This design comes from an exercise in tuning for small area, a short achievable clock period and few clock cycles on the open sky130 flow, not from production work. At most, simulation tests tie the RTL to the original design; equivalence was not proved. Function not checked in runs 1 and 3 to 6: the RTL went through the layout flow alone. Power figures rest on the tool's default switching activity, not on a simulated workload.

File: flow/flow/run.sh
#!/bin/bash
# Standard ORFS layout, with the port buffers inserted as the smallest plain
# buffer (sky130_fd_sc_hd__buf_1) so the resizer can size them like any other
# buffer.  make's full output goes to flow_make.log; ORFS's per-step logs stay
# under orfs/logs.
set -euo pipefail
bash standard.sh "BUFFER_PORTS_ARGS=-buffer_cell sky130_fd_sc_hd__buf_1" finish > flow_make.log 2>&1
File: flow/standard.sh
#!/bin/bash
# synth_recipe.tcl (not shown) runs the flow's synth.tcl, then flattens the netlist and writes it again
# the make line also repeats each setting of config.mk as NAME=value (left out here)
make -C /OpenROAD-flow-scripts/flow DESIGN_CONFIG=/design/flow/config.mk WORK_HOME=/design/flow/orfs CLKGATE_MAP_FILE= SYNTH_SCRIPT=/design/flow/synth_recipe.tcl "${@:-finish}"
File: flow/config.mk
export PLATFORM = sky130hd
export DESIGN_NAME = inst_cache
export DESIGN_NICKNAME = inst_cache
export VERILOG_FILES = /design/flow/design.v
export SDC_FILE = /design/flow/constraint.sdc
export NUM_CORES = 4
export LEC_CHECK = 0
export CAP_MARGIN = 20
export CORE_MARGIN = 2
export CORE_UTILIZATION = 40
export CTS_BUF_LIST = sky130_fd_sc_hd__clkbuf_4 sky130_fd_sc_hd__clkbuf_8
export SETUP_SLACK_MARGIN = 2
export SLEW_MARGIN = 20
File: flow/constraint.sdc
create_clock -name core_clock -period 5.5 [get_ports {clk}]
set_input_delay 1.1000 -clock core_clock [delete_from_list [all_inputs] [get_ports {clk}]]
set_output_delay 1.1000 -clock core_clock [all_outputs]
set_load 0.01 [all_outputs]
File: flow/design.v
module inst_cache #(
  parameter int unsigned INDEX_BITS  = 2,
  parameter int unsigned OFFSET_BITS = 2
) (
  input  logic        clk,
  input  logic        rst,
  input  logic [15:0] instAddr,
  output logic        hit,
  output logic [15:0] instruction,
  output logic        memReq,
  output logic [15:0] memAddr,
  input  logic [15:0] memData,
  input  logic        memReady
);
  localparam int unsigned TAG_BITS = 16 - INDEX_BITS - OFFSET_BITS;
  localparam int unsigned LINES    = 1 << INDEX_BITS;
  localparam int unsigned WORDS    = 1 << OFFSET_BITS;
  logic [15:0]            memAddr_q;
  logic [WORDS-1:0]       valid_q [LINES];
  logic [TAG_BITS-1:0]    tagArr  [LINES];
  logic [15:0]            dataArr [LINES][WORDS];
  logic [TAG_BITS-1:0]    reqTag, fillTag;
  logic [INDEX_BITS-1:0]  reqIdx, fillIdx;
  logic [OFFSET_BITS-1:0] reqOff, fillOff;
  logic                   cacheHit, fwdHit, fill;
  assign reqTag  = instAddr[15 -: TAG_BITS];
  assign reqIdx  = instAddr[OFFSET_BITS +: INDEX_BITS];
  assign reqOff  = instAddr[0 +: OFFSET_BITS];
  assign fillTag = memAddr_q[15 -: TAG_BITS];
  assign fillIdx = memAddr_q[OFFSET_BITS +: INDEX_BITS];
  assign fillOff = memAddr_q[0 +: OFFSET_BITS];
  assign cacheHit    = valid_q[reqIdx][reqOff] && (tagArr[reqIdx] == reqTag);
  assign fwdHit      = !rst && memReady && (memAddr_q == instAddr);
  assign fill        = !rst && memReady;
  assign hit         = cacheHit || fwdHit;
  assign instruction = cacheHit ? dataArr[reqIdx][reqOff] : memData;
  assign memReq      = !rst;
  assign memAddr     = memAddr_q;
  always_ff @(posedge clk) begin
    if (!hit)      memAddr_q <= instAddr;
    else if (fill) memAddr_q <= memAddr_q + 16'd1;
  end
  always_ff @(posedge clk or posedge rst) begin
    if (rst) begin
      for (int i = 0; i < LINES; i++) valid_q[i] <= '0;
    end else if (fill) begin
      if (tagArr[fillIdx] != fillTag) valid_q[fillIdx] <= WORDS'(1) << fillOff;
      else                            valid_q[fillIdx][fillOff] <= 1'b1;
    end
  end
  always_ff @(posedge clk) begin
    if (fill) begin
      tagArr[fillIdx]           <= fillTag;
      dataArr[fillIdx][fillOff] <= memData;
    end
  end
endmodule
==> results of run 1 <==
flip-flops by register name, summed over array words and instances, names as in the netlist, named ones only:
signal / count
dataArr: 256
tagArr: 48
memAddr_q: 16
valid_q: 16
through the flow:
step | instances | worst slack [ps] | hold slack, ps | util | area (sq um)
finish | 1350 | 1080 | 472 | 0.475 | 16800
global route | 1350 | 1010 | 486 | 0.475 | 16800
CTS | 1341 | 1050 | 475 | 0.470 | 16700
detailed placement | 1230 | 410 | 461 | 0.433 | 15300
global placement | 1230 | 467 | 453 | 0.433 | 15300
floorplan | 708 | 1220 | 441 | - | 14500
worst register-to-register path: stages, from the launching register on:
cell      delay, ps
dfxtp_1         940
mux4_2          620
xnor2_1         220
nand4_1         210
nor3_1          550
nand2b_1        280
a21o_1          150
cell usage in the layout, fill, tap and decap left out, types with 4 or more instances in the layout:
| cell | synthesis | layout |
|---|---|---|
| mux2_2 | 25 | 24 |
| a21oi_1 | 6 | 5 |
| mux2_4 | 9 | 10 |
| a21o_1 | 16 | 16 |
| nand4_1 | 12 | 12 |
| clkinv_1 | 0 | 25 |
| xor2_1 | 16 | 16 |
| edfxtp_1 | 320 | 320 |
| xnor2_2 | 1 | 7 |
| ha_1 | 4 | 4 |
| nand3_1 | 6 | 6 |
| xnor2_1 | 37 | 30 |
| clkinv_2 | 0 | 7 |
| clkbuf_16 | 0 | 4 |
| nor3_1 | 6 | 4 |
| nand2b_1 | 6 | 6 |
| clkbuf_2 | 0 | 6 |
| clkbuf_8 | 0 | 56 |
| nor2_1 | 12 | 10 |
| buf_4 | 1 | 39 |
| inv_1 | 8 | 6 |
| dfrtp_1 | 16 | 16 |
| mux4_2 | 104 | 104 |
| clkbuf_4 | 0 | 9 |
| buf_1 | 3 | 56 |
| and2_1 | 14 | 13 |
| nand2_1 | 12 | 12 |
cells by family after synthesis:
group	count (synthesis)
simple gates	92
mux	141
compound gates	34
fa+ha+maj	4
xor+xnor	54
flops	338
buf+inv	45
worst paths after layout:
check                           slack, ps                         to  depth (start not counted)                      start
worst min register to register        470  valid_q[0][1]$_DFFE_PP0P_                          1  valid_q[0][1]$_DFFE_PP0P_
min in group asynchronous             540  valid_q[0][2]$_DFFE_PP0P_                          3                        rst
max in group asynchronous            4720  valid_q[2][2]$_DFFE_PP0P_                          3                        rst
worst min-delay path                  470  valid_q[0][1]$_DFFE_PP0P_                          1  valid_q[0][1]$_DFFE_PP0P_
worst max register to register       2490  valid_q[0][3]$_DFFE_PP0P_                          6                       flop
worst max-delay path                 1080            instruction[15]                         10                instAddr[2]
layout make-up:
cell class	instances	area, sq um	area share
clock buffers	64	825	0.0489
clock inverters	38	259	0.0154
inverters	9	37.5	0.00223
multi-input cells	325	4300	0.255
flip-flops and latches	338	10000	0.596
well taps	461	577	0.0342
repair buffers	115	806	0.0478
per-layer routing:
| layer | vias to the layer above | track usage |
|---|---|---|
| met5 | - | 0 |
| met4 | 0 | 0.0503 |
| met3 | 48 | 0.0450 |
| met2 | 201 | 0.296 |
| met1 | 3873 | 0.244 |
| li1 | 3201 | - |
report_power, final:
part | switching [W] | internal [W] | total (W)
Sequential | 0.0000374 | 0.00286 | 0.00290
Combinational | 0.000193 | 0.000181 | 0.000374
Clock | 0.00101 | 0.00114 | 0.00215
timing repair:
| action | 4_1_cts | 5_1_grt |
|---|---|---|
| cloned | 4 | 0 |
| gates resized for setup | 26 | 24 |
| buffers inserted | 5 | 9 |
| pin swaps | 1 | 6 |
| setup endpoints to repair | 42 | 17 |
==> impl_metrics.env, run 1 <==
export IMPL_gp_congestion=0.823
export IMPL_cts_sinks=338
export IMPL_syn_inst=708
export IMPL_drtIter0Drc=566
export IMPL_clkLatencyLatePin_ps=640
export IMPL_grt_max_degree=55
export IMPL_yosysMostFrequentCell="edfxtp_1"
export IMPL_cp_max_fo=9
export IMPL_synth_top_area_share=0.668
export IMPL_cts_buffer_depth=3
export IMPL_coreArea_sq_mm=0.0355
export IMPL_viasPerCell=5.42
export IMPL_ys_seq_elements=338
export IMPL_ys_async_sr_fraction=0.0473
export IMPL_synthAdderAreaFrac=0.00348
export IMPL_period_share=0.804
export IMPL_rsz0062_at_grt="yes"
export IMPL_overflow=0
export IMPL_synth_top_cells_by_area="edfxtp_1, mux4_2, dfrtp_1, xnor2_1, mux2_2"
export IMPL_drt_wirelength_per_cell_microns=24.9
export IMPL_max_slew_margin_rel=0.372
export IMPL_fill_cells=3018
export IMPL_met3WireLength_mm=1.91
export IMPL_start_kind="input pin"
export IMPL_synth_xor_area_frac=0.0334
export IMPL_rows=69
export IMPL_areaGrowthSynthToFinish_pct=17.2
export IMPL_hold_class="reg2reg"
export IMPL_drc_errors=0
export IMPL_cp_required_ps=4400
export IMPL_hold_buffers=0
export IMPL_clk_pin_slew_ps=60
export IMPL_synth_cell_type_count=52
export IMPL_grt_pass1_wl_mm=49.9
export IMPL_cp_end_kind="output pin"
export IMPL_synth_edff_count=320
export IMPL_finalMaxSlewViolations=0
export IMPL_finClkSkew_ps=42.3
export IMPL_synth_area_sq_mm=0.0144
export IMPL_setup_violations_final=0
export IMPL_ys_flop_type="edfxtp_1"
export IMPL_p_per_area_mw_per_mm2=322
export IMPL_final_min_clock_period_ps=4420
export IMPL_fin_nets=883
export IMPL_synth_simple_gate_area_frac=0.0369
export IMPL_synth_top_family_by_area="multiplexers"
export IMPL_top_layer="met4"
export IMPL_maxCapViolCount=0
export IMPL_fmax_mhz=226
export IMPL_cts_root_buf="clkbuf_8"
export IMPL_track_usage=0.182
export IMPL_synthTopCellsByCount="edfxtp_1, mux4_2, xnor2_1"
export IMPL_max_stage_delay_ps=620
export IMPL_ios=69
export IMPL_drt_pass1_iterations=5
export IMPL_cpLargestDelayFamily="simple AND/OR/NAND/NOR gates"
export IMPL_met1_length_mm=14.4
export IMPL_synth_mux_area_frac=0.194
export IMPL_via_count=7323
export IMPL_outcome="finished clean"
export IMPL_antenna_diode_count=0
export IMPL_hold_viol=0
export IMPL_leakage_nw=5.65
export IMPL_yosys_area_top_type="edfxtp_1"
export IMPL_setup_tns_ps=0
export IMPL_path_buf_inv=4
export IMPL_final_layout_size_suffix_gt1_frac=0.346
export IMPL_arrival_ps=3320
export IMPL_portBuffers=68
export IMPL_crit_chain="clkbuf_16 > buf_12 > nor4bb_4 > a211oi_2 > a221o_1 > nand3_1 > or4_4 > buf_12 > mux2_4 > buf_1"
export IMPL_cts_buffers=55
export IMPL_initial_core_util=0.405
export IMPL_dieArea_sq_mm=0.0375
export IMPL_wl_met2_mm=16.7
export IMPL_die_w_microns=194
export IMPL_crit_path_frequent_cell="buf_12"
export IMPL_routed_wl_mm=33.6
export IMPL_yosys_warnings=2
export IMPL_synth_compound_area_frac=0.0175
export IMPL_setup_worst_path_class="in2out"
export IMPL_syn_nets=747
export IMPL_yosysSeqAreaShare=0.699
export IMPL_dp_hpwl_mm=19.1
export IMPL_antenna_found_initial=0
export IMPL_first_global_vias=7553
export IMPL_htree_levels=2
export IMPL_tritoncts="done"
export IMPL_slowest_stage="or4_4"
export IMPL_postSynthAreaPerCell_sq_um=20.3
export IMPL_dieHeight_microns=194
export IMPL_worst_slew_pin_slew_ps=941
export IMPL_ant_nets=0
export IMPL_ir_drop_v=0.000201
export IMPL_finalPower_w=0.00542
==> inputs of run 2 (changes only) <==
--- a/flow/design.v
+++ b/flow/design.v
@@ -1,4 +1,4 @@
 module inst_cache #(
-  parameter int unsigned INDEX_BITS  = 2,
+  parameter int unsigned INDEX_BITS  = 1,
   parameter int unsigned OFFSET_BITS = 2
 ) (
@@ -16,4 +16,5 @@
   localparam int unsigned LINES    = 1 << INDEX_BITS;
   localparam int unsigned WORDS    = 1 << OFFSET_BITS;
+  logic                   act_q;                  
   logic [15:0]            memAddr_q;
   logic [WORDS-1:0]       valid_q [LINES];
@@ -31,10 +32,14 @@
   assign fillOff = memAddr_q[0 +: OFFSET_BITS];
   assign cacheHit    = valid_q[reqIdx][reqOff] && (tagArr[reqIdx] == reqTag);
-  assign fwdHit      = !rst && memReady && (memAddr_q == instAddr);
-  assign fill        = !rst && memReady;
+  assign fwdHit      = act_q && memReady && (memAddr_q == instAddr);
+  assign fill        = act_q && memReady;
   assign hit         = cacheHit || fwdHit;
   assign instruction = cacheHit ? dataArr[reqIdx][reqOff] : memData;
-  assign memReq      = !rst;
+  assign memReq      = act_q;
   assign memAddr     = memAddr_q;
+  always_ff @(posedge clk or posedge rst) begin
+    if (rst) act_q <= 1'b0;
+    else     act_q <= 1'b1;
+  end
   always_ff @(posedge clk) begin
     if (!hit)      memAddr_q <= instAddr;
==> flow/flow/run.sh (replaced) <==
#!/bin/bash
# Standard ORFS layout, with the port buffers inserted as the smallest plain
# buffer (sky130_fd_sc_hd__buf_1) so the resizer can size them like any other
# buffer.  make's full output goes to flow_make.log.
set -euo pipefail
bash standard.sh "BUFFER_PORTS_ARGS=-buffer_cell sky130_fd_sc_hd__buf_1" finish > flow_make.log 2>&1
--- a/flow/config.mk
+++ b/flow/config.mk
@@ -9,5 +9,4 @@
 export CORE_MARGIN = 2
 export CORE_UTILIZATION = 40
-export CTS_BUF_LIST = sky130_fd_sc_hd__clkbuf_4 sky130_fd_sc_hd__clkbuf_8
-export SETUP_SLACK_MARGIN = 2
+export SETUP_SLACK_MARGIN = 3
 export SLEW_MARGIN = 20
==> run 2 against run 1 <==
Still clean on timing, DRC and antenna. Critical path depth rose by 1. Combinational power down 28%. Global-route usage rose by 0.68 points. Register-to-register slack gained 610 ps. Clock-buffer cell count shrank 47. Sequential power down 46%. Cell area decreased by 39%. Critical path type unchanged. Largest power group unchanged.
==> impl_metrics.env, run 2 <==
export IMPL_outcome="finished clean"
export IMPL_grt_pass1_wl_mm=29.7
export IMPL_ios=69
export IMPL_fill_cells=1603
export IMPL_rsz0062_at_grt="yes"
export IMPL_syn_nets=537
export IMPL_hold_viol=0
export IMPL_largest_register_ffs=128
export IMPL_coreArea_sq_mm=0.0196
export IMPL_top_layer="met4"
export IMPL_synth_area_sq_mm=0.00802
export IMPL_tritoncts="done"
export IMPL_path_buf_inv=6
export IMPL_pwr_share_comb=0.088
export IMPL_finalMaxSlewViolations=0
export IMPL_gp_congestion=0.817
export IMPL_multi_input_area_sq_mm=0.00312
export IMPL_fmax_mhz=248
export IMPL_syn_inst=498
export IMPL_max_slew_margin_rel=0.605
export IMPL_cp_end_kind="output pin"
export IMPL_final_min_clock_period_ps=4030
export IMPL_rows=51
export IMPL_setup_tns_ps=0
export IMPL_cp_max_fo=8
export IMPL_yosysMostFrequentCell="edfxtp_1"
export IMPL_worst_slew_pin_slew_ps=586
export IMPL_cts_sinks=180
export IMPL_fin_cells=882
export IMPL_overflow=0
export IMPL_maxCapViolCount=0
export IMPL_slowest_stage="mux2i_4"
export IMPL_track_usage=0.188
export IMPL_clkLatencyLatePin_ps=440
export IMPL_die_w_microns=146
export IMPL_p_clk_frac=0.410
export IMPL_p_per_area_mw_per_mm2=301
export IMPL_ys_seq_elements=180
export IMPL_cts_buffers=17
export IMPL_areaGrowthSynthToFinish_pct=28.5
export IMPL_first_global_vias=4987
export IMPL_drt_pass1_iterations=5
export IMPL_met1_length_mm=8.36
export IMPL_ys_flop_type="edfxtp_1"
export IMPL_final_cell_mix="edfxtp_1, buf_1, mux2i_1, mux4_2, xnor2_1"
export IMPL_ys_async_sr_fraction=0.0500
export IMPL_drt_wirelength_per_cell_microns=22.4
export IMPL_crit_path_frequent_cell="buf_4"
export IMPL_yosys_warnings=2
export IMPL_cp_required_ps=4400
export IMPL_synth_top_cells_by_area="edfxtp_1, mux4_2, mux2i_1, xnor2_1, dfrtp_1"
export IMPL_antenna_found_initial=0
export IMPL_leakage_nw=3.56
export IMPL_dieArea_sq_mm=0.0212
export IMPL_internal_power_w=0.00229
export IMPL_synthTopCellsByCount="edfxtp_1, mux2i_1, xnor2_1"
export IMPL_grt_max_degree=35
export IMPL_start_kind="input pin"
export IMPL_synth_cell_type_count=33
export IMPL_synth_top_area_share=0.637
export IMPL_via_count=4828
export IMPL_setup_worst_path_class="in2out"
export IMPL_finClkSkew_ps=20.7
export IMPL_wl_met2_mm=9.96
export IMPL_ir_drop_v=0.000224
export IMPL_final_layout_size_suffix_gt1_frac=0.353
export IMPL_cts_buffer_depth=2
export IMPL_postSynthAreaPerCell_sq_um=16.1
export IMPL_cts_root_buf="clkbuf_16"
export IMPL_antenna_diode_count=0
export IMPL_dieHeight_microns=146
export IMPL_viasPerCell=5.47
export IMPL_layout_commonest_cell="edfxtp_1"
export IMPL_switching_share=0.262
export IMPL_portBuffers=68
export IMPL_met3WireLength_mm=1.09
export IMPL_max_stage_delay_ps=290
export IMPL_fin_nets=643
export IMPL_seqCellArea_sq_mm=0.00535
export IMPL_dp_hpwl_mm=11.3
export IMPL_setup_violations_final=0
export IMPL_drtIter0Drc=380
export IMPL_initial_core_util=0.409
export IMPL_clk_pin_slew_ps=80
export IMPL_seqPwrFrac=0.502
export IMPL_p_sw_w=0.000812
export IMPL_drc_errors=0
export IMPL_yosys_area_top_type="edfxtp_1"
export IMPL_cpLargestDelayFamily="buffers and inverters"
export IMPL_htree_levels=4
export IMPL_arrival_ps=2930
export IMPL_placedCellCount=814
export IMPL_hold_class="reg2reg"
export IMPL_routed_wl_mm=19.8
export IMPL_crit_chain="clkbuf_16 > buf_12 > buf_4 > mux2i_4 > xnor2_4 > nor4_4 > buf_4 > buf_4 > nand4_4 > o21ai_2 > buf_2"
export IMPL_synth_edff_count=170
export IMPL_yosysSeqAreaShare=0.667
export IMPL_period_share=0.733
export IMPL_ant_nets=0
## run 2: cell count changes after synthesis, sizes merged, moves of 16 or more
cell / before / now
nand2: 12 / 30
mux4: 104 / 34
mux2: 34 / 1
edfxtp: 320 / 170
a21o: 16 / 0
mux2i: 3 / 44
## run 2: stage by stage
stage               power, W  setup slack (ps)   util  cell area, sq um  hold slack [ps]
CTS                  0.00312              1560  0.517             10100              513
detailed placement   0.00181               593  0.447              8760              494
global route         0.00319              1410  0.526             10300              533
finish               0.00310              1470  0.526             10300              509
floorplan            0.00173              1830      -              8240              461
global placement     0.00180               614  0.446              8740              479
## run 2: layer usage
layer  global-route usage  vias to the layer above
met1                0.250                     2480
met4               0.0588                        0
met5                    0                        -
met2                0.320                      185
li1                     -                     2140
met3               0.0320                       23
## run 2: what timing repair did
action / in CTS / in global routing
pin swaps: 20 / 11
setup endpoints to repair: 58 / 67
gates cloned: 6 / 2
hold buffers: 0 / 0
resized for setup: 98 / 9
buffers inserted: 18 / 10
## run 2: worst paths after layout
check | slack [ps] | start | cells after the start | endpoint
max in group asynchronous | 4660 | rst | 2 | valid_q[1][3]$_DFFE_PP0P_
worst min register to register | 510 | valid_q[0][2]$_DFFE_PP0P_ | 1 | valid_q[0][2]$_DFFE_PP0P_
worst max register to register | 3100 | memAddr_q[0]$_DFFE_PP_ | 6 | memAddr_q[14]$_DFFE_PP_
min in group asynchronous | 590 | rst | 2 | valid_q[1][0]$_DFFE_PP0P_
worst max-delay path | 1470 | instAddr[2] | 11 | instruction[5]
worst min-delay path | 510 | valid_q[0][2]$_DFFE_PP0P_ | 1 | valid_q[0][2]$_DFFE_PP0P_
## run 2: cell families (layout without fill, tap and decap cells)
family,after synthesis,in the layout,share of synthesized area
simple gates,101,106,0.0619
other cells,1,1,0.000468
flops,180,180,0.667
compound gates,41,41,0.0296
buf+inv,36,150,0.0215
fa+ha+maj,4,4,0.00624
xor+xnor,56,56,0.0612
mux,79,79,0.152
## run 2: power groups by stage
stage | Sequential (W) | Clock [W] | Combinational [W]
2_1_floorplan | 0.00157 | 0 | 0.000155
3_3_place_gp | 0.00159 | 0 | 0.000215
3_5_place_dp | 0.00159 | 0 | 0.000218
4_1_cts | 0.00156 | 0.00130 | 0.000263
5_1_grt | 0.00156 | 0.00134 | 0.000291
6_report | 0.00156 | 0.00127 | 0.000271
## run 2: layout make-up
| cell class | instances | area share |
|---|---|---|
| multi-input cells | 287 | 0.302 |
| flip-flops and latches | 180 | 0.520 |
| inverters | 6 | 0.00291 |
| well taps | 265 | 0.0322 |
| repair buffers | 112 | 0.0808 |
| clock buffers | 17 | 0.0413 |
| clock inverters | 15 | 0.0208 |
Testbench counts of run 2, summed over its fixed seeds: cycles 33,104.
==> inputs of run 3 (changes only) <==
==> flow/design.v (replaced) <==
module inst_cache #(
  parameter int unsigned INC_BITS = 6
) (
  input  logic        clk,
  input  logic        rst,
  input  logic [15:0] instAddr,
  output logic        hit,
  output logic [15:0] instruction,
  output logic        memReq,
  output logic [15:0] memAddr,
  input  logic [15:0] memData,
  input  logic        memReady
);
  logic [15:0] memAddr_q;
  logic [3:0]  valid_q;
  logic [13:0] lineTag_q;
  logic [15:0] lineData [4];
  logic        cacheHit, fwdHit, fill;
  logic [15:0] nextAddr;
  assign cacheHit    = valid_q[instAddr[1:0]] && (lineTag_q == instAddr[15:2]);
  assign fwdHit      = !rst && memReady && (memAddr_q == instAddr);
  assign fill        = !rst && memReady;
  assign hit         = cacheHit || fwdHit;
  assign instruction = cacheHit ? lineData[instAddr[1:0]] : memData;
  assign memReq      = !rst;
  assign memAddr     = memAddr_q;
  assign nextAddr    = {memAddr_q[15:INC_BITS], memAddr_q[INC_BITS-1:0] + 1'b1};
  always_ff @(posedge clk) begin
    if (!hit)      memAddr_q <= instAddr;
    else if (fill) memAddr_q <= nextAddr;
  end
  always_ff @(posedge clk or posedge rst) begin
    if (rst) begin
      valid_q <= '0;
    end else if (fill) begin
      if (lineTag_q != memAddr_q[15:2]) valid_q <= 4'b0001 << memAddr_q[1:0];
      else                              valid_q[memAddr_q[1:0]] <= 1'b1;
    end
  end
  always_ff @(posedge clk) begin
    if (fill) begin
      lineTag_q                 <= memAddr_q[15:2];
      lineData[memAddr_q[1:0]] <= memData;
    end
  end
endmodule
==> flow/flow/run.sh (replaced) <==
#!/bin/bash
# Standard ORFS layout, with the port buffers inserted as the smallest plain
# buffer (sky130_fd_sc_hd__buf_1) so the resizer can size them like any other
# buffer.  make's full output goes to flow_make.log; ORFS's per-step logs stay
# under orfs/logs.
set -euo pipefail
bash standard.sh "BUFFER_PORTS_ARGS=-buffer_cell sky130_fd_sc_hd__buf_1" finish > flow_make.log 2>&1
--- a/flow/config.mk
+++ b/flow/config.mk
@@ -7,6 +7,5 @@
 export LEC_CHECK = 0
 export CAP_MARGIN = 20
-export CORE_MARGIN = 2
-export CORE_UTILIZATION = 40
-export SETUP_SLACK_MARGIN = 3
+export CORE_AREA = 3 3 97 97
+export DIE_AREA = 0 0 100 100
 export SLEW_MARGIN = 20
==> run 3 against run 2 <==
Critical path depth down 4. First-iteration DRC count fell by 71%. Synthesized cell count down 47%. Still clean. Setup slack improved by 18 ps. Utilization rose by 8.5 points.
==> impl_metrics.env, run 3 <==
export IMPL_grt_pass1_wl_mm=13.8
export IMPL_p_sw_w=0.000359
export IMPL_ir_drop_v=0.000187
export IMPL_die_w_microns=100
export IMPL_p_per_area_mw_per_mm2=289
export IMPL_synthTopCellsByCount="edfxtp_1, xor2_1, mux2_2"
export IMPL_syn_inst=262
export IMPL_dieHeight_microns=100
export IMPL_viasPerCell=5.66
export IMPL_dp_hpwl_mm=5.93
export IMPL_ys_seq_elements=98
export IMPL_outcome="finished clean"
export IMPL_pwr_share_comb=0.087
export IMPL_coreArea_sq_mm=0.00838
export IMPL_final_layout_size_suffix_gt1_frac=0.176
export IMPL_worst_slew_pin_slew_ps=893
export IMPL_ios=69
export IMPL_hold_class="reg2reg"
export IMPL_htree_levels=3
export IMPL_synth_top_area_share=0.617
export IMPL_drt_wirelength_per_cell_microns=19.4
export IMPL_layout_commonest_cell="edfxtp_1"
export IMPL_largest_register_ffs=64
export IMPL_start_kind="input pin"
export IMPL_rr_startpoint="memAddr_q[2]$_DFFE_PP_"
export IMPL_drt_pass1_iterations=4
export IMPL_period_share=0.729
export IMPL_hold_buffers=0
export IMPL_leakage_nw=1.77
export IMPL_cp_end_kind="output pin"
export IMPL_yosys_area_top_type="edfxtp_1"
export IMPL_ys_async_sr_fraction=0.0408
export IMPL_ant_nets=0
export IMPL_hold_ws_ps=488
export IMPL_grt_max_degree=22
export IMPL_finalPower_w=0.00148
export IMPL_cp_max_fo=19
export IMPL_maxCapViolCount=0
export IMPL_cts_root_buf="clkbuf_8"
export IMPL_track_usage=0.185
export IMPL_cts_sinks=98
export IMPL_syn_nets=302
export IMPL_finClkSkew_ps=7.61
export IMPL_areaGrowthSynthToFinish_pct=12.0
export IMPL_p_clk_frac=0.334
export IMPL_hold_viol=0
export IMPL_postSynthAreaPerCell_sq_um=17.4
export IMPL_switching_share=0.243
export IMPL_dieArea_sq_mm=0.0100
export IMPL_rows=33
export IMPL_antenna_diode_count=0
export IMPL_synth_top_cells_by_area="edfxtp_1, xor2_1, mux2_2, mux4_2, mux4_1"
export IMPL_rsz0062_at_grt="no"
export IMPL_max_slew_margin_rel=0.405
export IMPL_drtIter0Drc=110
export IMPL_cp_required_ps=4400
export IMPL_yosysMostFrequentCell="edfxtp_1"
export IMPL_final_min_clock_period_ps=4010
export IMPL_arrival_ps=2910
export IMPL_final_cell_mix="edfxtp_1, buf_1, xor2_1"
export IMPL_cts_buffers=9
export IMPL_seqPwrFrac=0.580
export IMPL_setup_tns_ps=0
export IMPL_setup_violations_final=0
export IMPL_yosysSeqAreaShare=0.639
export IMPL_clk_pin_slew_ps=90
export IMPL_gp_congestion=0.820
export IMPL_fmax_mhz=249
export IMPL_initial_core_util=0.545
export IMPL_routed_wl_mm=8.65
export IMPL_setup_worst_path_class="in2out"
export IMPL_antenna_found_initial=0
export IMPL_cts_resized=0
export IMPL_ff2ff_setup_slack_ps=3180
export IMPL_first_global_vias=2540
export IMPL_ys_flop_type="edfxtp_1"
export IMPL_r2r_end="memAddr_q[5]$_DFFE_PP_"
export IMPL_synth_cell_type_count=35
export IMPL_synth_edff_count=94
export IMPL_clkLatencyLatePin_ps=360
export IMPL_cts_buffer_depth=2
export IMPL_post_cts_buffers=0
export IMPL_internal_power_w=0.00112
export IMPL_finalMaxSlewViolations=0
export IMPL_r2r_cells=5
export IMPL_yosys_warnings=1
export IMPL_synth_area_sq_mm=0.00457
export IMPL_fin_nets=376
export IMPL_via_count=2525
export IMPL_tritoncts="done"
export IMPL_portBuffers=68
export IMPL_hold_start="valid_q[1]$_DFFE_PP0P_"
export IMPL_overflow=0
export IMPL_hold_end="valid_q[1]$_DFFE_PP0P_"
export IMPL_drc_errors=0
export IMPL_whs_path_depth=1
[run 3: changes by cell type after synthesis, sizes merged, moves of 10 or more]
cell,previous run,this run
edfxtp,170,94
mux2i,44,0
nand2,30,6
nor2,27,4
mux2,1,22
xnor2,39,18
mux4,34,17
a21oi,16,0
o21ai,16,0
and2,0,15
clkbuf,15,1
xor2,17,31
buf,15,5
[run 3: final cells by class]
class,instances,area [sq um]
clock buffer,9,124
clock inverter,7,90.1
timing repair buffer,71,278
inverter,4,15.0
sequential,98,2920
tap,105,131
fill,637,3260
multi-input combinational,152,1560
[run 3: logic make-up after synthesis]
family          share of synthesized area
compound gates                     0.0172
xor+xnor                           0.0939
fa+ha+maj                          0.0137
buf+inv                            0.0211
flops                               0.639
mux                                 0.143
simple gates                       0.0720
[run 3: worst max path at each step]
stage / from / end / slack (ps) / cells after the start
after CTS: instAddr[1] / instruction[1] / 1480 / 7
after floorplan: instAddr[0] / instruction[10] / 1810 / 4
after detailed placement: instAddr[1] / instruction[1] / 1480 / 7
after global placement: instAddr[1] / instruction[1] / 1480 / 7
after global routing: instAddr[8] / instruction[1] / 1380 / 7
final: instAddr[1] / instruction[1] / 1490 / 7
[run 3: power groups by stage]
stage	clock, W	combinational, W	sequential (W)
after floorplan	0	0.0000817	0.000873
after global placement	0	0.000127	0.000874
after detailed placement	0	0.000129	0.000875
after CTS	0.000503	0.000129	0.000858
after global routing	0.000536	0.000142	0.000861
final	0.000494	0.000128	0.000858
[run 3: critical path, cell delays in order]
cell     delay [ps]
buf_1            80
buf_4           280
mux4_2          360
and4_4          200
nand2_2         340
mux2_2          410
buf_1           130
[run 3: layer usage]
layer,GRT usage,share of wire
met1,0.280,0.48
met3,0.0396,0.051
met5,0,0
met4,0.0642,0.015
met2,0.268,0.45
[run 3: through the flow]
step                cell area (sq um)  std cells  worst slack (ps)   util
CTS                              5120        446              1480  0.611
global route                     5120        446              1380  0.611
floorplan                        4570        262              1810      -
detailed placement               4910        430              1480  0.585
global placement                 4900        430              1480  0.585
finish                           5120        446              1490  0.611
==> inputs of run 4 (changes only) <==
--- a/flow/config.mk
+++ b/flow/config.mk
@@ -9,3 +9,4 @@
 export CORE_AREA = 3 3 97 97
 export DIE_AREA = 0 0 100 100
+export SETUP_SLACK_MARGIN = 2
 export SLEW_MARGIN = 20
==> run 4 against run 3 <==
Still clean on timing, DRC and antenna. Area after synthesis unchanged. Maximum frequency grew 8.5%. Non-clock buffer count increased by 18. Clock skew is 4.1 ps higher. Cell area is 9.2% higher. Clock-buffer cell count unchanged. Clock power shrank 14%. Via count rose by 3.3%. Power fell by 2.0%. Largest cell class unchanged.
==> impl_metrics.env, run 4 <==
export IMPL_hold_class="reg2reg"
export IMPL_max_slew_margin_rel=0.378
export IMPL_setup_worst_path_class="in2out"
export IMPL_synth_edff_count=94
export IMPL_synthAdderAreaFrac=0.0137
export IMPL_grt_pass1_wl_mm=14.6
export IMPL_whs_path_depth=1
export IMPL_final_layout_size_suffix_gt1_frac=0.326
export IMPL_final_cell_mix="edfxtp_1, buf_1, xor2_1"
export IMPL_finClkSkew_ps=11.7
export IMPL_grt_max_degree=21
export IMPL_gp_congestion=0.868
export IMPL_synth_simple_gate_area_frac=0.0720
export IMPL_synth_mux_area_frac=0.143
export IMPL_dieArea_sq_mm=0.0100
export IMPL_ys_seq_elements=98
export IMPL_antenna_found_initial=0
export IMPL_largest_register_ffs=64
export IMPL_r2r_cells=5
export IMPL_yosys_area_top_type="edfxtp_1"
export IMPL_syn_inst=262
export IMPL_finalMaxSlewViolations=0
export IMPL_crit_path_frequent_cell="buf_6"
export IMPL_final_min_clock_period_ps=3700
export IMPL_synth_top_cells_by_area="edfxtp_1, xor2_1, mux2_2, mux4_2, mux4_1"
export IMPL_cts_sinks=98
export IMPL_fin_nets=395
export IMPL_synth_compound_area_frac=0.0172
export IMPL_die_w_microns=100
export IMPL_setup_violations_final=0
export IMPL_cts_buffers=9
export IMPL_synth_top_area_share=0.617
export IMPL_yosys_warnings=1
export IMPL_portBuffers=68
export IMPL_p_per_area_mw_per_mm2=259
export IMPL_hold_viol=0
export IMPL_arrival_ps=2600
export IMPL_start_kind="input pin"
export IMPL_synth_cell_type_count=35
export IMPL_drt_wirelength_per_cell_microns=19.8
export IMPL_maxCapViolCount=0
export IMPL_post_route_cell_area_sq_mm=0.00559
export IMPL_leakage_nw=2.09
export IMPL_dieHeight_microns=100
export IMPL_synth_top_family_by_area="multiplexers"
export IMPL_htree_levels=3
export IMPL_via_count=2609
export IMPL_syn_nets=302
export IMPL_fill_cells=608
export IMPL_worst_slew_pin_slew_ps=933
export IMPL_drc_errors=0
export IMPL_routed_wl_mm=9.17
export IMPL_ant_nets=0
export IMPL_tritoncts="done"
export IMPL_cp_end_kind="output pin"
export IMPL_yosysMostFrequentCell="edfxtp_1"
export IMPL_clk_pin_slew_ps=90
export IMPL_ir_drop_v=0.000121
export IMPL_max_stage_delay_ps=500
export IMPL_rows=33
export IMPL_cpLargestDelayFamily="multiplexers"
export IMPL_layout_commonest_cell="edfxtp_1"
export IMPL_synthTopCellsByCount="edfxtp_1, xor2_1, mux2_2"
export IMPL_cp_num_cells=7
export IMPL_dpl_instance_area_sq_mm=0.00495
export IMPL_outcome="finished clean"
export IMPL_cts_root_buf="clkbuf_8"
export IMPL_clkLatencyLatePin_ps=360
export IMPL_path_buf_inv=3
export IMPL_crit_chain="buf_6 > buf_12 > mux4_2 > and4_4 > nand2_8 > mux2_4 > buf_6"
export IMPL_overflow=0
export IMPL_yosysSeqAreaShare=0.639
export IMPL_ys_async_sr_fraction=0.0408
export IMPL_dp_hpwl_mm=5.93
export IMPL_period_share=0.672
export IMPL_first_global_vias=2681
export IMPL_ys_flop_type="edfxtp_1"
export IMPL_postSynthAreaPerCell_sq_um=17.4
export IMPL_drt_pass1_iterations=4
export IMPL_synth_xor_area_frac=0.0939
export IMPL_fmax_mhz=270
export IMPL_drtIter0Drc=111
export IMPL_setup_tns_ps=0
export IMPL_cp_max_fo=8
export IMPL_slowest_stage="mux4_2"
export IMPL_cp_required_ps=4400
export IMPL_coreArea_sq_mm=0.00838
export IMPL_antenna_diode_count=0
export IMPL_cts_buffer_depth=2
export IMPL_ios=69
export IMPL_track_usage=0.196
export IMPL_areaGrowthSynthToFinish_pct=22.3
export IMPL_rsz0062_at_grt="yes"
export IMPL_initial_core_util=0.545
export IMPL_viasPerCell=5.62
export IMPL_synth_area_sq_mm=0.00457
[run 4: cell counts after synthesis]
Identical to the previous run, type by type.
[run 4: final timing paths]
kind,from,to,slack (ps)
worst max-delay path,instAddr[0],instruction[15],1800
worst min-delay path,valid_q[1]$_DFFE_PP0P_,valid_q[1]$_DFFE_PP0P_,480
worst max register to register,valid_q[3]$_DFFE_PP0P_,memAddr_q[3]$_DFFE_PP_,3110
worst min register to register,valid_q[1]$_DFFE_PP0P_,valid_q[1]$_DFFE_PP0P_,480
max in group asynchronous,rst,valid_q[1]$_DFFE_PP0P_,4670
min in group asynchronous,rst,valid_q[3]$_DFFE_PP0P_,620
[run 4: kinds of logic (layout without fill, tap and decap cells)]
| logic type | after synthesis | after routing |
|---|---|---|
| and+or+nand+nor | 51 | 52 |
| muxes | 39 | 39 |
| xor gates and xnor gates | 49 | 49 |
| AOI/OAI and AO/OA | 8 | 8 |
| DFF | 98 | 98 |
| adders and majority gates | 5 | 5 |
| buffers and inverters | 12 | 108 |
[run 4: per-layer routing]
layer  up-vias  share of wire  GRT usage
li1       1199              -          -
met1      1323           0.47      0.293
met2        75           0.46      0.282
met3        12          0.060     0.0521
met4         0          0.013     0.0632
met5         -              0          0
[run 4: worst register-to-register path: stages (launching register included)]
cell and delay, ps:
dfrtp_1 410, mux4_2 490, and4_4 250, buf_4 160
a22oi_4 450, mux2_2 400
[run 4: metrics by stage]
| stage | power [W] | setup slack [ps] | hold WS [ps] | cells | util |
|---|---|---|---|---|---|
| after floorplan | 0.000958 | 1920 | 444 | 262 | - |
| after global placement | 0.00100 | 1330 | 455 | 431 | 0.591 |
| after detailed placement | 0.00101 | 1310 | 466 | 431 | 0.591 |
| after CTS | 0.00145 | 1790 | 487 | 452 | 0.648 |
| after global routing | 0.00151 | 1750 | 503 | 464 | 0.667 |
| final | 0.00145 | 1800 | 479 | 464 | 0.667 |
[run 4: layout make-up]
class,count,area [sq um],share of cell area
repair buffers,89,567,0.101
inverters,4,15.0,0.00269
flip-flops and latches,98,2920,0.523
multi-input cells,153,1780,0.318
clock inverters,6,50.0,0.00895
clock buffers,9,124,0.0222
well taps,105,131,0.0235
[run 4: timing repair]
| item | in CTS | in global routing |
|---|---|---|
| hold buffers | 0 | 0 |
| cloned | 1 | 0 |
| resized for setup | 55 | 21 |
| pin swaps | 10 | 4 |
| setup buffers | 5 | 12 |
| setup endpoints to repair | 17 | 17 |
[run 4: power breakdown]
part / leakage, nW / internal, W / switching (W)
Combinational: 1.07 / 0.0000828 / 0.0000817
Clock: 0.0831 / 0.000168 / 0.000259
Sequential: 0.933 / 0.000841 / 0.0000181
Total: 2.09 / 0.00109 / 0.000358
==> inputs of run 5 (changes only) <==
--- a/flow/config.mk
+++ b/flow/config.mk
@@ -9,4 +9,4 @@
 export CORE_AREA = 3 3 97 97
 export DIE_AREA = 0 0 100 100
-export SETUP_SLACK_MARGIN = 2
+export SETUP_SLACK_MARGIN = 3
 export SLEW_MARGIN = 20
==> run 5 against run 4 <==
Routed wire length rose by 2.0%. Critical path depth unchanged. First-iteration DRC count decreased by 14%. Synthesized cell count unchanged. Area after synthesis unchanged. Register-to-register slack improved by 70 ps. Die area unchanged. Largest cell class unchanged. Sequential share of layout area decreased by 1.3 points. Power up 0.62%. Cell area is 2.6% higher. Hold slack improved by 13 ps.
==> impl_metrics.env, run 5 <==
export IMPL_outcome="finished clean"
export IMPL_yosysSeqAreaShare=0.639
export IMPL_cts_root_buf="clkbuf_8"
export IMPL_clkLatencyLatePin_ps=350
export IMPL_final_cell_mix="edfxtp_1, buf_1, xor2_1"
export IMPL_rr_startpoint="memAddr_q[2]$_DFFE_PP_"
export IMPL_synth_top_cells_by_area="edfxtp_1, xor2_1, mux2_2, mux4_2, mux4_1"
export IMPL_hold_buffers=0
export IMPL_finalMaxSlewViolations=0
export IMPL_hold_ws_ps=492
export IMPL_dieArea_sq_mm=0.0100
export IMPL_max_slew_margin_rel=0.588
export IMPL_via_count=2614
export IMPL_overflow=0
export IMPL_ys_seq_elements=98
export IMPL_finClkSkew_ps=10.6
export IMPL_drc_errors=0
export IMPL_ys_flop_type="edfxtp_1"
export IMPL_setup_worst_path_class="in2out"
export IMPL_r2r_end="memAddr_q[5]$_DFFE_PP_"
export IMPL_synth_edff_count=94
export IMPL_ios=69
export IMPL_fin_cells=464
export IMPL_coreArea_sq_mm=0.00838
export IMPL_cp_end_kind="output pin"
export IMPL_setup_violations_final=0
export IMPL_fin_nets=394
export IMPL_initial_core_util=0.545
export IMPL_dieHeight_microns=100
export IMPL_portBuffers=68
export IMPL_worst_slew_pin_slew_ps=615
export IMPL_cts_buffer_depth=2
export IMPL_yosysMostFrequentCell="edfxtp_1"
export IMPL_fmax_mhz=273
export IMPL_crit_path_end="instruction[10]"
export IMPL_syn_inst=262
export IMPL_syn_nets=302
export IMPL_grt_pass1_wl_mm=14.5
export IMPL_setup_tns_ps=0
export IMPL_synth_top_area_share=0.617
export IMPL_synth_area_sq_mm=0.00457
export IMPL_drt_pass1_iterations=5
export IMPL_grt_max_degree=19
export IMPL_first_global_vias=2616
export IMPL_placedCellCount=429
export IMPL_die_w_microns=100
export IMPL_areaGrowthSynthToFinish_pct=25.5
export IMPL_cts_buffers=9
export IMPL_antenna_found_initial=0
export IMPL_track_usage=0.194
export IMPL_viasPerCell=5.63
export IMPL_finalPower_w=0.00146
export IMPL_ff2ff_setup_slack_ps=3180
export IMPL_ys_async_sr_fraction=0.0408
export IMPL_largest_register_ffs=64
export IMPL_final_layout_size_suffix_gt1_frac=0.362
export IMPL_final_min_clock_period_ps=3660
export IMPL_maxCapViolCount=0
export IMPL_yosys_warnings=1
export IMPL_cp_max_fo=8
export IMPL_ir_drop_v=0.000132
export IMPL_leakage_nw=2.15
export IMPL_cts_sinks=98
export IMPL_cp_required_ps=4400
export IMPL_layout_commonest_cell="edfxtp_1"
export IMPL_p_per_area_mw_per_mm2=254
export IMPL_ant_nets=0
export IMPL_synth_cell_type_count=35
export IMPL_gp_congestion=0.799
export IMPL_crit_start="instAddr[10]"
export IMPL_rows=33
export IMPL_hold_viol=0
export IMPL_routed_wl_mm=9.35
export IMPL_htree_levels=3
export IMPL_dp_hpwl_mm=6.00
export IMPL_postSynthAreaPerCell_sq_um=17.4
export IMPL_period_share=0.666
export IMPL_tritoncts="done"
export IMPL_antenna_diode_count=0
export IMPL_rsz0062_at_grt="yes"
export IMPL_r2r_cells=6
export IMPL_yosys_area_top_type="edfxtp_1"
export IMPL_start_kind="input pin"
export IMPL_arrival_ps=2560
export IMPL_drtIter0Drc=96
export IMPL_synthTopCellsByCount="edfxtp_1, xor2_1, mux2_2"
export IMPL_fill_cells=595
export IMPL_hold_class="reg2reg"
export IMPL_drt_wirelength_per_cell_microns=20.2
export IMPL_clk_pin_slew_ps=90
run 5: final cells by class:
| cell class | instances | area, sq um | share of cell area |
|---|---|---|---|
| well taps | 105 | 131 | 0.0229 |
| clock inverters | 7 | 61.3 | 0.0107 |
| inverters | 4 | 18.8 | 0.00327 |
| repair buffers | 87 | 611 | 0.106 |
| multi-input cells | 153 | 1860 | 0.325 |
| repair inverters | 1 | 5.00 | 0.000872 |
| flip-flops and latches | 98 | 2920 | 0.509 |
| clock buffers | 9 | 124 | 0.0216 |
run 5: per-stage QoR:
| step | instance area, sq um | utilization | setup slack, ps |
|---|---|---|---|
| 2_1_floorplan | 4690 | - | 1920 |
| 3_3_place_gp | 5000 | 0.596 | 1490 |
| 3_5_place_dp | 5000 | 0.596 | 1470 |
| 4_1_cts | 5570 | 0.665 | 1820 |
| 5_1_grt | 5740 | 0.685 | 1770 |
| 6_report | 5740 | 0.685 | 1840 |
run 5: layer usage:
metal / vias to the layer above / wire length [microns] / share of wire / track usage
li1: 1197 / - / - / -
met5: - / 0 / 0 / 0
met1: 1331 / 4500 / 0.48 / 0.306
met4: 0 / 79 / 0.0084 / 0.0622
met3: 9 / 532 / 0.057 / 0.0292
met2: 77 / 4240 / 0.45 / 0.280
run 5: cells by family (layout without fill, tap and decap cells):
family	Yosys count	in the layout	synth area share
AND/OR/NAND/NOR	51	52	0.0720
flip-flops	98	98	0.639
XOR/XNOR	49	49	0.0939
buffers and inverters	12	108	0.0211
adder cells (fa/ha/maj)	5	5	0.0137
multiplexers	39	39	0.143
AO/OA/AOI/OAI	8	8	0.0172
run 5: worst min-delay path by stage:
stage | cells after the start | startpoint | to
after floorplan | 1 | valid_q[2]$_DFFE_PP0P_ | valid_q[2]$_DFFE_PP0P_
after global placement | 1 | valid_q[2]$_DFFE_PP0P_ | valid_q[2]$_DFFE_PP0P_
after detailed placement | 1 | valid_q[2]$_DFFE_PP0P_ | valid_q[2]$_DFFE_PP0P_
after CTS | 1 | valid_q[2]$_DFFE_PP0P_ | valid_q[2]$_DFFE_PP0P_
after global routing | 1 | valid_q[1]$_DFFE_PP0P_ | valid_q[1]$_DFFE_PP0P_
final | 1 | valid_q[1]$_DFFE_PP0P_ | valid_q[1]$_DFFE_PP0P_
run 5: power by group:
group / internal (W) / switching (W)
sequential: 0.000841 / 0.0000185
clock: 0.000173 / 0.000258
combinational: 0.0000847 / 0.0000844
run 5: worst max-delay path, stage by stage:
cell	delay [ps]
buf_1	110
xor2_1	150
nor2_1	270
and4_4	370
nand2_8	110
mux2_4	320
buf_6	120
run 5: what timing repair did:
item,in CTS,in global routing
cloned,4,0
endpoints found under the setup margin,50,34
pin swaps,12,10
resized for setup,41,43
setup buffers,13,2
==> inputs of run 6 (changes only) <==
--- a/flow/design.v
+++ b/flow/design.v
@@ -1,4 +1,4 @@
 module inst_cache #(
-  parameter int unsigned INC_BITS = 6
+  parameter int unsigned INC_BITS = 4
 ) (
   input  logic        clk,
--- a/flow/config.mk
+++ b/flow/config.mk
@@ -9,4 +9,3 @@
 export CORE_AREA = 3 3 97 97
 export DIE_AREA = 0 0 100 100
-export SETUP_SLACK_MARGIN = 3
 export SLEW_MARGIN = 20
==> run 6 against run 5 <==
Utilization is 8.7 points lower. Maximum frequency is 12% lower. Via count is 12% lower. Non-clock buffer count is 15 lower. Largest power group unchanged. Combinational power is 25% lower. Still clean. Highest routed layer unchanged. Cell area is 13% lower. Critical path type unchanged. Power is 1.9% higher.
==> impl_metrics.env, run 6 <==
export IMPL_syn_inst=244
export IMPL_finalPower_w=0.00149
export IMPL_clk_pin_slew_ps=90
export IMPL_dp_hpwl_mm=5.45
export IMPL_start_kind="input pin"
export IMPL_grt_pass1_wl_mm=13.0
export IMPL_final_min_clock_period_ps=4180
export IMPL_synth_cell_type_count=27
export IMPL_setup_tns_ps=0
export IMPL_final_cell_mix="edfxtp_1, buf_1, xnor2_1"
export IMPL_yosysSeqAreaShare=0.663
export IMPL_post_cts_buffers=0
export IMPL_rsz0062_at_grt="no"
export IMPL_cts_resized=0
export IMPL_rows=33
export IMPL_arrival_ps=3080
export IMPL_hold_ws_ps=484
export IMPL_fin_nets=359
export IMPL_cp_required_ps=4400
export IMPL_routed_wl_mm=8.12
export IMPL_dieArea_sq_mm=0.0100
export IMPL_portBuffers=68
export IMPL_ys_seq_elements=98
export IMPL_cp_end_kind="output pin"
export IMPL_postSynthAreaPerCell_sq_um=18.1
export IMPL_dpl_instance_area_sq_mm=0.00479
export IMPL_drc_errors=0
export IMPL_setup_violations_final=0
export IMPL_ys_async_sr_fraction=0.0408
export IMPL_antenna_diode_count=0
export IMPL_first_global_vias=2361
export IMPL_cts_buffers=9
export IMPL_max_slew_margin_rel=0.381
export IMPL_ys_flop_type="edfxtp_1"
export IMPL_cts_root_buf="clkbuf_8"
export IMPL_crit_chain="buf_1 > mux2i_1 > mux2_4 > nor4_4 > nand4_4 > mux2_4 > buf_1"
export IMPL_p_per_area_mw_per_mm2=297
export IMPL_areaGrowthSynthToFinish_pct=13.4
export IMPL_drt_pass1_iterations=4
export IMPL_overflow=0
export IMPL_clkLatencyLatePin_ps=360
export IMPL_via_count=2304
export IMPL_finalMaxSlewViolations=0
export IMPL_max_stage_delay_ps=440
export IMPL_cpLargestDelayFamily="multiplexers"
export IMPL_cp_max_fo=17
export IMPL_grt_max_degree=29
export IMPL_post_route_cell_area_sq_mm=0.00500
export IMPL_die_w_microns=100
export IMPL_gp_congestion=0.724
export IMPL_drtIter0Drc=99
export IMPL_hold_class="reg2reg"
export IMPL_ant_nets=0
export IMPL_ios=69
export IMPL_finClkSkew_ps=15.3
export IMPL_syn_nets=283
export IMPL_drt_wirelength_per_cell_microns=18.9
export IMPL_path_buf_inv=2
export IMPL_tritoncts="done"
export IMPL_initial_core_util=0.526
export IMPL_final_layout_size_suffix_gt1_frac=0.188
export IMPL_yosysMostFrequentCell="edfxtp_1"
export IMPL_antenna_found_initial=0
export IMPL_synth_top_cells_by_area="edfxtp_1, mux4_2, xnor2_1, mux2_4, mux2_2"
export IMPL_viasPerCell=5.36
export IMPL_final_util=0.597
export IMPL_hold_buffers=0
export IMPL_outcome="finished clean"
export IMPL_leakage_nw=1.69
export IMPL_hold_viol=0
export IMPL_slowest_stage="mux2_4"
export IMPL_largest_register_ffs=64
export IMPL_synthTopCellsByCount="edfxtp_1, xnor2_1, and2_1, mux4_2, mux2_2"
export IMPL_synth_edff_count=94
export IMPL_worst_slew_pin_slew_ps=929
export IMPL_cts_buffer_depth=2
export IMPL_maxCapViolCount=0
export IMPL_ir_drop_v=0.000171
export IMPL_dieHeight_microns=100
export IMPL_yosys_warnings=1
export IMPL_setup_worst_path_class="in2out"
export IMPL_track_usage=0.173
export IMPL_yosys_area_top_type="edfxtp_1"
export IMPL_layout_commonest_cell="edfxtp_1"
export IMPL_fmax_mhz=239
export IMPL_synth_top_area_share=0.640
export IMPL_htree_levels=3
export IMPL_period_share=0.761
export IMPL_coreArea_sq_mm=0.00838
export IMPL_cts_sinks=98
export IMPL_synth_area_sq_mm=0.00441
run 6: cell count changes in the layout (fill, tap and decap cells not counted), sizes merged, moves of 3 or more:
cell	change
xor2	-25
xnor2	+22
clkbuf	-11
nand2	-3
nor4b	-3
nor2	-4
nor3	-3
run 6: final timing paths:
check                                         from                endpoint  slack, ps  cells after the start
min in group asynchronous                      rst  valid_q[3]$_DFFE_PP0P_        610                      2
max reg2reg                lineTag_q[11]$_DFFE_PP_  memAddr_q[1]$_DFFE_PP_       3100                      5
max in group asynchronous                      rst  valid_q[1]$_DFFE_PP0P_       4710                      2
min reg2reg                 valid_q[1]$_DFFE_PP0P_  valid_q[1]$_DFFE_PP0P_        480                      1
max                                    instAddr[1]          instruction[9]       1320                      7
min                         valid_q[1]$_DFFE_PP0P_  valid_q[1]$_DFFE_PP0P_        480                      1
run 6: cell type report:
class,instances,area (sq um)
multi-input cells,135,1430
clock inverters,7,95.1
flip-flops and latches,98,2920
fillers,662,3380
well taps,105,131
repair buffers,72,287
inverters,4,15.0
clock buffers,9,124
run 6: logic make-up (layout without fill, tap and decap cells):
group / Yosys count / count (layout) / share of synthesized area
AOI/OAI and AO/OA: 6 / 6 / 0.0122
xor gates and xnor gates: 46 / 46 / 0.0913
adders and majority gates: 4 / 4 / 0.0113
buffers and inverters: 11 / 92 / 0.0133
DFF: 98 / 98 / 0.663
muxes: 39 / 39 / 0.148
and+or+nand+nor: 40 / 40 / 0.0610
run 6: power breakdown:
group,switching [W],total (W),internal (W)
clock network,0.000280,0.000505,0.000225
registers,0.0000152,0.000856,0.000841
logic,0.0000682,0.000127,0.0000585
run 6: metal layers:
layer,GRT usage,vias to the layer above,wire length [microns]
li1,-,1093,-
met1,0.270,1149,4080
met2,0.245,56,3600
met3,0.0375,6,385
met4,0.0528,0,61
met5,0,-,0
run 6: metrics by stage:
stage / std cells / setup slack (ps)
finish: 430 / 1320
detailed placement: 414 / 1330
global placement: 414 / 1390
CTS: 430 / 1320
global route: 430 / 1210
floorplan: 244 / 1680
==> inputs of run 7 (changes only) <==
--- a/flow/design.v
+++ b/flow/design.v
@@ -1,4 +1,4 @@
 module inst_cache #(
-  parameter int unsigned INC_BITS = 4
+  parameter int unsigned INC_BITS = 6
 ) (
   input  logic        clk,
@@ -12,4 +12,5 @@
   input  logic        memReady
 );
+  logic        act_q;             
   logic [15:0] memAddr_q;
   logic [3:0]  valid_q;
@@ -19,11 +20,15 @@
   logic [15:0] nextAddr;
   assign cacheHit    = valid_q[instAddr[1:0]] && (lineTag_q == instAddr[15:2]);
-  assign fwdHit      = !rst && memReady && (memAddr_q == instAddr);
-  assign fill        = !rst && memReady;
+  assign fwdHit      = act_q && memReady && (memAddr_q == instAddr);
+  assign fill        = act_q && memReady;
   assign hit         = cacheHit || fwdHit;
   assign instruction = cacheHit ? lineData[instAddr[1:0]] : memData;
-  assign memReq      = !rst;
+  assign memReq      = act_q;
   assign memAddr     = memAddr_q;
   assign nextAddr    = {memAddr_q[15:INC_BITS], memAddr_q[INC_BITS-1:0] + 1'b1};
+  always_ff @(posedge clk or posedge rst) begin
+    if (rst) act_q <= 1'b0;
+    else     act_q <= 1'b1;
+  end
   always_ff @(posedge clk) begin
     if (!hit)      memAddr_q <= instAddr;
==> flow/flow/run.sh (replaced) <==
#!/bin/bash
# Standard ORFS layout, with the port buffers inserted as the smallest plain
# buffer (sky130_fd_sc_hd__buf_1) so the resizer can size them like any other
# buffer.  make's full output goes to flow_make.log.
set -euo pipefail
bash standard.sh "BUFFER_PORTS_ARGS=-buffer_cell sky130_fd_sc_hd__buf_1" finish > flow_make.log 2>&1
--- a/flow/config.mk
+++ b/flow/config.mk
@@ -9,3 +9,4 @@
 export CORE_AREA = 3 3 97 97
 export DIE_AREA = 0 0 100 100
+export SETUP_SLACK_MARGIN = 3
 export SLEW_MARGIN = 20
==> run 7 against run 6 <==
Still clean on timing, DRC and antenna. Combinational power grew 28%. Maximum frequency up 12%. Die area stayed put. Synthesized cell count increased by 8.2%. Register-to-register slack better by 140 ps. Setup slack gained 460 ps. Cell area up 15%. First-iteration DRC count increased by 31%. Final cell count is 7.9% higher. Sequential cell count rose by 1. Critical path depth unchanged. Largest cell class unchanged.
==> impl_metrics.env, run 7 <==
export IMPL_initial_core_util=0.547
export IMPL_overflow=0
export IMPL_final_layout_size_suffix_gt1_frac=0.323
export IMPL_hold_buffers=0
export IMPL_largest_register_ffs=64
export IMPL_cp_required_ps=4400
export IMPL_hold_ws_ps=491
export IMPL_pre_cts_ws_ps=1290
export IMPL_ys_flop_type="edfxtp_1"
export IMPL_die_w_microns=100
export IMPL_fmax_mhz=269
export IMPL_rsz0062_at_grt="yes"
export IMPL_htree_levels=3
export IMPL_ys_seq_elements=99
export IMPL_synth_cell_type_count=38
export IMPL_cts_buffer_depth=2
export IMPL_synth_edff_count=94
export IMPL_tritoncts="done"
export IMPL_clk_pin_slew_ps=100
export IMPL_finClkSkew_ps=7.79
export IMPL_syn_inst=264
export IMPL_slowest_stage="mux4_2"
export IMPL_portBuffers=68
export IMPL_grt_pass1_wl_mm=14.6
export IMPL_max_slew_margin_rel=0.369
export IMPL_drt_wirelength_per_cell_microns=20.3
export IMPL_postSynthAreaPerCell_sq_um=17.4
export IMPL_via_count=2586
export IMPL_first_global_vias=2638
export IMPL_cts_root_buf="clkbuf_8"
export IMPL_rows=33
export IMPL_ios=69
export IMPL_start_kind="input pin"
export IMPL_fin_cells=464
export IMPL_worst_slew_pin_slew_ps=946
export IMPL_final_cell_mix="edfxtp_1, buf_1, xor2_1"
export IMPL_hold_class="reg2reg"
export IMPL_cp_max_fo=8
export IMPL_max_stage_delay_ps=500
export IMPL_p_per_area_mw_per_mm2=256
export IMPL_fin_nets=394
export IMPL_yosys_area_top_type="edfxtp_1"
export IMPL_synth_area_sq_mm=0.00459
export IMPL_viasPerCell=5.57
export IMPL_grt_max_degree=20
export IMPL_yosys_warnings=1
export IMPL_fill_cells=619
export IMPL_placedCellCount=431
export IMPL_setup_worst_path_class="in2out"
export IMPL_final_util=0.684
export IMPL_dieHeight_microns=100
export IMPL_antenna_found_initial=0
export IMPL_yosysSeqAreaShare=0.642
export IMPL_synthTopCellsByCount="edfxtp_1, xor2_1, mux2_2"
export IMPL_dieArea_sq_mm=0.0100
export IMPL_outcome="finished clean"
export IMPL_layout_commonest_cell="edfxtp_1"
export IMPL_cts_sinks=99
export IMPL_drt_pass1_iterations=5
export IMPL_gp_congestion=0.779
export IMPL_ant_nets=0
export IMPL_worst_slack_ps=1780
export IMPL_ys_async_sr_fraction=0.0505
export IMPL_arrival_ps=2620
export IMPL_crit_chain="buf_8 > buf_12 > mux4_2 > and4_4 > nand2_8 > mux2_4 > buf_6"
export IMPL_setup_violations_final=0
export IMPL_cp_end_kind="output pin"
export IMPL_antenna_diode_count=0
export IMPL_ir_drop_v=0.000159
export IMPL_syn_nets=304
export IMPL_coreArea_sq_mm=0.00838
export IMPL_dp_hpwl_mm=6.06
export IMPL_hold_viol=0
export IMPL_clkLatencyLatePin_ps=360
export IMPL_routed_wl_mm=9.42
export IMPL_synth_top_cells_by_area="edfxtp_1, xor2_1, mux2_2, mux4_2, mux4_1"
export IMPL_maxCapViolCount=0
export IMPL_final_min_clock_period_ps=3720
export IMPL_period_share=0.676
export IMPL_setup_tns_ps=0
export IMPL_finalMaxSlewViolations=0
export IMPL_drtIter0Drc=130
export IMPL_track_usage=0.197
export IMPL_yosysMostFrequentCell="edfxtp_1"
export IMPL_drc_errors=0
export IMPL_areaGrowthSynthToFinish_pct=25.0
export IMPL_synth_top_area_share=0.615
export IMPL_leakage_nw=2.16
export IMPL_cts_buffers=9
## run 7: layout make-up
type,instances,area (sq um),area share
well taps,105,131,0.0229
multi-input cells,153,1860,0.324
repair buffers,86,588,0.103
flip-flops and latches,99,2950,0.514
clock buffers,9,124,0.0216
inverters,5,22.5,0.00393
clock inverters,7,63.8,0.0111
## run 7: worst paths after layout
check,slack (ps),to,cells after the start,startpoint
max in group asynchronous,4680,act_q$_DFF_PP0_,2,rst
max,1780,instruction[7],7,instAddr[0]
max reg2reg,3240,memAddr_q[3]$_DFFE_PP_,5,valid_q[3]$_DFFE_PP0P_
min reg2reg,490,valid_q[0]$_DFFE_PP0P_,1,valid_q[0]$_DFFE_PP0P_
min in group asynchronous,630,valid_q[2]$_DFFE_PP0P_,2,rst
min,490,valid_q[0]$_DFFE_PP0P_,1,valid_q[0]$_DFFE_PP0P_
## run 7: kinds of logic (layout without fill, tap and decap cells)
kind of cell             Yosys count  in the layout  synth area share
other                              1              1          0.000817
AO/OA/AOI/OAI                      8              8            0.0166
adder cells (fa/ha/maj)            5              5            0.0136
flip-flops                        99             99             0.642
buffers and inverters             13            107            0.0226
AND/OR/NAND/NOR                   51             52            0.0690
multiplexers                      39             39             0.143
XOR/XNOR                          48             48            0.0916
## run 7: through the flow
stage          area, sq um  power (W)
6_report              5730    0.00147
5_1_grt               5730    0.00153
4_1_cts               5490    0.00146
3_5_place_dp          5000    0.00101
3_3_place_gp          5000    0.00101
2_1_floorplan         4690   0.000962
## run 7: critical path, delay by kind of cell
family                 cells  cell delay [ps]
and+or+nand+nor            2              410
buffers and inverters      3              280
muxes                      2              820
## run 7: timing repair
action	in CTS	in global routing
resized for setup	45	55
gates cloned	1	0
setup buffers	9	7
endpoints found under the setup margin	49	37
endpoints found under the hold margin	0	0
pin swaps	11	12
## run 7: layer usage
metal | share of wire | routed length (microns) | GRT usage | vias to the layer above
li1 | - | - | - | 1207
met1 | 0.46 | 4290 | 0.294 | 1298
met2 | 0.48 | 4510 | 0.300 | 69
met3 | 0.054 | 512 | 0.0361 | 12
met4 | 0.012 | 111 | 0.0560 | 0
met5 | 0 | 0 | 0 | -
## run 7: power by group
| group | switching [W] | internal, W | leakage, nW |
|---|---|---|---|
| Clock | 0.000267 | 0.000172 | 0.0882 |
| Sequential | 0.0000171 | 0.000847 | 0.945 |
| Combinational | 0.0000825 | 0.0000803 | 1.13 |
Testbench counts of run 7, summed over its fixed seeds: cycles 33,799.

[what the ideal ports hide]
In the flow no input, the clock included, has a driving cell. The finished layouts below were timed again as built, in two steps. Step 1 (the two cells are an assumption about what drives the block):
set clk [get_ports {clk}]
set_driving_cell -lib_cell sky130_fd_sc_hd__clkbuf_16 $clk
set_driving_cell -lib_cell sky130_fd_sc_hd__buf_2 [delete_from_list [all_inputs] $clk]
Step 2 times the ports against the registers' clock, not the clock port: input delays grow and output delays shrink by t, the midpoint of the rising clock arrivals with the driver on. Slacks: no drivers / after step 1 / after step 2; pairs: no drivers / after step 1.
| run | t (ns) | slack for setup (ns) | worst hold slack (ns) | slew at the worst register clock pin (ns) |
|---|---|---|---|---|
| run 1 | 0.671 | 1.076 / 0.863 / 0.863 | 0.472 / 0.472 / 0.472 | 0.07 / 0.07 |
| run 2 | 0.475 | 1.470 / 1.416 / 1.416 | 0.509 / 0.509 / 0.509 | 0.09 / 0.09 |
| run 3 | 0.391 | 1.488 / 1.455 / 1.455 | 0.488 / 0.488 / 0.488 | 0.10 / 0.10 |
| run 4 | 0.388 | 1.802 / 1.762 / 1.762 | 0.479 / 0.479 / 0.479 | 0.10 / 0.10 |
| run 5 | 0.381 | 1.839 / 1.808 / 1.808 | 0.492 / 0.492 / 0.492 | 0.10 / 0.10 |
| run 6 | 0.385 | 1.317 / 1.275 / 1.275 | 0.484 / 0.484 / 0.484 | 0.11 / 0.11 |
| run 7 | 0.389 | 1.781 / 1.731 / 1.731 | 0.491 / 0.491 / 0.491 | 0.10 / 0.10 |
After both steps setup and hold are still met in every run listed. For run 1, which loses most, drivers alone change the setup slack by -0.213 ns; drivers and shift together by -0.213 ns.
